Context: an optimization exercise on an open-source flow, tuned for small area. The choices shown serve that exercise and are no tape-out recipe. Only simulation tests tie the RTL to the original design; equivalence was not proved. No driver is modelled on the clock port, so clocking that relies on it looks cheaper here than on a real chip. Power figures rest on the tool's default switching activity, not on a simulated workload.

north:
Design adq_regs_top, start of the top module:
module adq_regs_top (
    input  wire                                clk_i,
    input  wire                                rst_i,
    input  wire [15-1:0]              paddr_i,
    input  wire                                psel_i,
    input  wire                                penable_i,
    input  wire                                pwrite_i,
    input  wire [16-1:0]              pwdata_i,
    output wire [16-1:0]              prdata_o,
    output wire                                pready_o,
    output wire                                pslverr_o,
    input  wire [8*16-1:0]   user_status_i,
    output wire [8*16-1:0]  user_ctrl_o,
    output wire [8-1:0]              user_strobe_o,
    output wire [36-1:0]                   sys_o,
    output wire [2*64-1:0]  cal_o,
    output wire [3-1:0]                idelay_o
);
clock: 5.0 ns
lec_check: 0
cap_margin: 20
core_margin: 2
core_utilization: 65
gpl_routability_driven: 0
place_density: 0.8
slew_margin: 20
synth_hierarchical: 1
synth_minimum_keep_size: 0
standard.sh (not shown) runs the stock make flow with config.mk's settings and CLKGATE_MAP_FILE= SYNTH_SCRIPT=/design/flow/synth_recipe.tcl, a recipe that flattens the netlist after the stock synthesis.
==> flow/flow/run.sh <==
#!/bin/bash
# Layout: the standard ORFS flow (standard.sh, with its standard
# synthesis), with these changes to how the layout is made:
#  - port buffers use the smallest buffer cell (buf_1);
#  - during global placement, flow/pre_gpl.tcl keeps the timing-driven
#    repair to buf_1/buf_2 buffers (it upsizes drivers instead);
#  - CTS clusters up to 10 flip-flops per clkbuf_4 leaf buffer, no dummy loads;
set -euo pipefail
bash standard.sh "BUFFER_PORTS_ARGS=-buffer_cell sky130_fd_sc_hd__buf_1" \
  "PRE_GLOBAL_PLACE_TCL=$PWD/flow/pre_gpl.tcl" \
  "CTS_ARGS=-sink_clustering_enable -repair_clock_nets -buf_list {sky130_fd_sc_hd__clkbuf_4} -sink_clustering_size 10 -sink_clustering_max_diameter 40 -dont_use_dummy_load" \
  "POST_CTS_TCL=$PWD/flow/post_cts.tcl" \
  finish > flow_make.log 2>&1
==> flow/flow/post_cts.tcl <==
estimate_parasitics -placement
set limit_ns 0.105
set drivers [dict create]
foreach pin [get_pins -hierarchical */CLK] {
  set worst 0.0
  foreach a {max} { foreach e {rise fall} {
    set s [get_property $pin slew_${a}_$e]
    if {[string is double -strict $s] && $s > $worst} { set worst $s }
  } }
  if {$worst > $limit_ns} {
    set net [get_nets -of_objects $pin]
    foreach dp [get_pins -of_objects $net -filter "direction==output"] {
      dict set drivers [get_full_name [get_cells -of_objects $dp]] 1
    }
  }
}
set next {sky130_fd_sc_hd__clkbuf_1 sky130_fd_sc_hd__clkbuf_2 sky130_fd_sc_hd__clkbuf_2 sky130_fd_sc_hd__clkbuf_4 sky130_fd_sc_hd__clkbuf_4 sky130_fd_sc_hd__clkbuf_8 sky130_fd_sc_hd__clkbuf_8 sky130_fd_sc_hd__clkbuf_16}
foreach name [dict keys $drivers] {
  set inst [get_cells $name]
  set master [get_property $inst ref_name]
  set i [lsearch -exact $next $master]
  if {$i >= 0 && $i + 1 < [llength $next] && $master ne "sky130_fd_sc_hd__clkbuf_16"} {
    set to [lindex $next [expr {$i + 1}]]
    if {$to eq $master} { set to [lindex $next [expr {$i + 2}]] }
    puts "post_cts: $name $master -> $to"
    replace_cell $inst $to
  }
}
detailed_placement
check_placement -verbose
estimate_parasitics -placement
==> flow/flow/pre_gpl.tcl <==
# Placement-time repair: buffer with buf_2 at most (upsizing drivers instead)
set_dont_use [get_lib_cells {sky130_fd_sc_hd__buf_4 sky130_fd_sc_hd__buf_6 sky130_fd_sc_hd__buf_8 sky130_fd_sc_hd__buf_12 sky130_fd_sc_hd__buf_16 sky130_fd_sc_hd__bufbuf_* sky130_fd_sc_hd__clkbuf_* sky130_fd_sc_hd__clkdlybuf* sky130_fd_sc_hd__dlygate* sky130_fd_sc_hd__dlymetal*}]
Looking at the reports, north completed the entire flow and the layout it produced met the timing, DRC and antenna checks.
## Diff of input files: south against north
- GPL_ROUTABILITY_DRIVEN no longer set, was 0
==> flow/flow/run.sh <==
#!/bin/bash
set -euo pipefail
bash standard.sh "BUFFER_PORTS_ARGS=-buffer_cell sky130_fd_sc_hd__buf_1" \
  "CTS_ARGS=-sink_clustering_enable -repair_clock_nets -buf_list {sky130_fd_sc_hd__clkbuf_4} -sink_clustering_size 10 -sink_clustering_max_diameter 40 -dont_use_dummy_load" \
  "POST_CTS_TCL=$PWD/flow/post_cts.tcl" \
  finish > flow_make.log 2>&1
removed: flow/flow/pre_gpl.tcl
==> comparison <==
In terms of via count, north and south differ only marginally.
Comparing south and north, the higher cell area after layout was measured on south.
Of south and north, the higher part of the total power dissipated in the clock network belongs to north.
Looking only at hold slack, and setting everything else aside, the higher value of south and north goes to south.
The internal power contribution in south sits 0.36% below the value recorded for north.
On south: growth of design area from synthesis to finish is 1.0 points higher than what north gave.
south -> north: overflow left after global routing delta 0, exact match
Edits applied to the flow inputs when going from south to east:
- changing CORE_UTILIZATION from 65 to 72
- changing PLACE_DENSITY from 0.8 to 0.85
==> flow/flow/run.sh <==
#!/bin/bash
# Layout: the standard ORFS flow (standard.sh, with its standard
# synthesis), with these changes to how the layout is made:
#  - port buffers use the smallest buffer cell (buf_1);
#  - during global placement, flow/pre_gpl.tcl keeps the timing-driven
#    repair to buf_1/buf_2 buffers (it upsizes drivers instead);
#  - CTS clusters up to 10 flip-flops per clkbuf_4 leaf buffer, no dummy loads;
set -euo pipefail
bash standard.sh "BUFFER_PORTS_ARGS=-buffer_cell sky130_fd_sc_hd__buf_1" \
  "PRE_GLOBAL_PLACE_TCL=$PWD/flow/pre_gpl.tcl" \
  "CTS_ARGS=-sink_clustering_enable -repair_clock_nets -buf_list {sky130_fd_sc_hd__clkbuf_4} -sink_clustering_size 10 -sink_clustering_max_diameter 40 -dont_use_dummy_load" \
  "POST_CTS_TCL=$PWD/flow/post_cts.tcl" \
  finish > flow_make.log 2>&1
==> flow/flow/pre_gpl.tcl (new file) <==
# Placement-time repair: buffer with buf_2 at most (upsizing drivers instead)
set_dont_use [get_lib_cells {sky130_fd_sc_hd__buf_4 sky130_fd_sc_hd__buf_6 sky130_fd_sc_hd__buf_8 sky130_fd_sc_hd__buf_12 sky130_fd_sc_hd__buf_16 sky130_fd_sc_hd__bufbuf_* sky130_fd_sc_hd__clkbuf_* sky130_fd_sc_hd__clkdlybuf* sky130_fd_sc_hd__dlygate* sky130_fd_sc_hd__dlymetal*}]
==> comparison <==
- Higher total power of the final layout among east and south: east
- Run comparison: south critical-path cell with the highest stage delay nor2b_1; east critical-path cell with the highest stage delay nor4bb_1
- Summary of east over south: via count of the first global-routing pass has decreased; hold slack has increased; number of clock sinks has remained practically unchanged.
- | area of the multi-input gates | east vs south | ≈ equal |
--- input diff east..west ---
- CORE_UTILIZATION now 65, was 72
- PLACE_DENSITY now 0.8, was 0.85
-- flow/flow/run.sh --
<<< east, line 10
  "PRE_GLOBAL_PLACE_TCL=$PWD/flow/pre_gpl.tcl" \
  "CTS_ARGS=-sink_clustering_enable -repair_clock_nets -buf_list {sky130_fd_sc_hd__clkbuf_4} -sink_clustering_size 10 -sink_clustering_max_diameter 40 -dont_use_dummy_load" \
  "POST_CTS_TCL=$PWD/flow/post_cts.tcl" \
>>> west, line 10
  "PRE_GLOBAL_PLACE_TCL=$PWD/flow/pre_gpl.tcl" \
  "CTS_ARGS=-sink_clustering_enable -repair_clock_nets -buf_list {sky130_fd_sc_hd__clkbuf_4} -sink_clustering_size 10 -sink_clustering_max_diameter 40 -root_buf sky130_fd_sc_hd__clkbuf_2 -dont_use_dummy_load" \
  "POST_CTS_TCL=$PWD/flow/post_cts.tcl" \
Findings:
Every stage of the flow completed for west, and the final layout passed the timing, DRC and antenna checks. Changes observed in west relative to east: count of clock-buffer cells in the layout fell about 2.3%, minimum clock period after layout fell by 0.14 ns. On initial antenna violation count: between east and west, it ends up higher for east. In west relative to east, placed wire-length estimate after detailed placement had gone up by a few percent. Re mean instance size in the synthesized netlist: no difference whatsoever between east and west. east and west ended up with nearly the same design area. Looking at worst setup slack, west sits above east.
## Diff of input files: middle against west
-- flow/flow/run.sh --
<<< west, line 10
  "PRE_GLOBAL_PLACE_TCL=$PWD/flow/pre_gpl.tcl" \
  "CTS_ARGS=-sink_clustering_enable -repair_clock_nets -buf_list {sky130_fd_sc_hd__clkbuf_4} -sink_clustering_size 10 -sink_clustering_max_diameter 40 -root_buf sky130_fd_sc_hd__clkbuf_2 -dont_use_dummy_load" \
  "POST_CTS_TCL=$PWD/flow/post_cts.tcl" \
>>> middle, line 10
  "PRE_GLOBAL_PLACE_TCL=$PWD/flow/pre_gpl.tcl" \
  "CTS_ARGS=-sink_clustering_enable -repair_clock_nets -buf_list {sky130_fd_sc_hd__clkbuf_2} -sink_clustering_size 6 -sink_clustering_max_diameter 30 -dont_use_dummy_load" \
  "POST_CTS_TCL=$PWD/flow/post_cts.tcl" \
For west and middle, there was not a single run that failed to finish clean. Number of nets in the finished design | middle above west. middle vs west — amount of wire on met2 after detailed routing climbed slightly. Re switching share of total power: west was lower than middle. middle packs its core tighter than west. Comparing west and middle, the lower total power of the final layout was measured on west. Compared with west, in middle data arrival time of the critical path shrank by 0.03 ns; post-route clock period utilization now smaller; internal power rose 0.78%. middle vs west, number of fillers in the final layout went up by 15. Between west and middle, the flop-to-flop setup slack is lower for west. middle ends up with a layout overhead on the synthesized area that is 0.38 points higher than in west.

## afterwards: timing with drivers on the ports
Ports are ideal in the flow. The routed layouts listed here were re-timed in OpenROAD.
Step 1 sets driving cells, clkbuf_16 on the clock port and buf_2 on the other inputs (assumed; they add their load-dependent delay and slew).
Step 2 also shifts input and output timing later by t, the mid clock arrival at the registers, as if the neighbouring blocks saw the same clock.
a / b / c = ideal ports / drivers / drivers and shift; a / b = the first two.
run | shift t [ns] | slack for setup (ns) | worst hold slack (ns) | worst setup path at the end | worst data-port slew with drivers (ns)
north | 0.683 | 0.686 / 0.624 / 0.469 | 0.341 / 0.341 / 0.341 | input to register | 0.08
south | 0.701 | 1.371 / 1.346 / 1.111 | 0.344 / 0.344 / 0.344 | input to register | 0.07
east | 0.694 | 0.718 / 0.671 / 0.671 | 0.362 / 0.362 / 0.362 | input to output | 0.10
west | 0.859 | 0.856 / 0.791 / 0.505 | 0.330 / 0.330 / 0.330 | input to register | 0.09
middle | 0.834 | 0.887 / 0.825 / 0.627 | 0.334 / 0.334 / 0.334 | input to register | 0.09
After both steps every run listed still meets setup and hold. The setup slack of west, which loses most, moves by -0.065 ns with the drivers and by -0.351 ns with both steps.
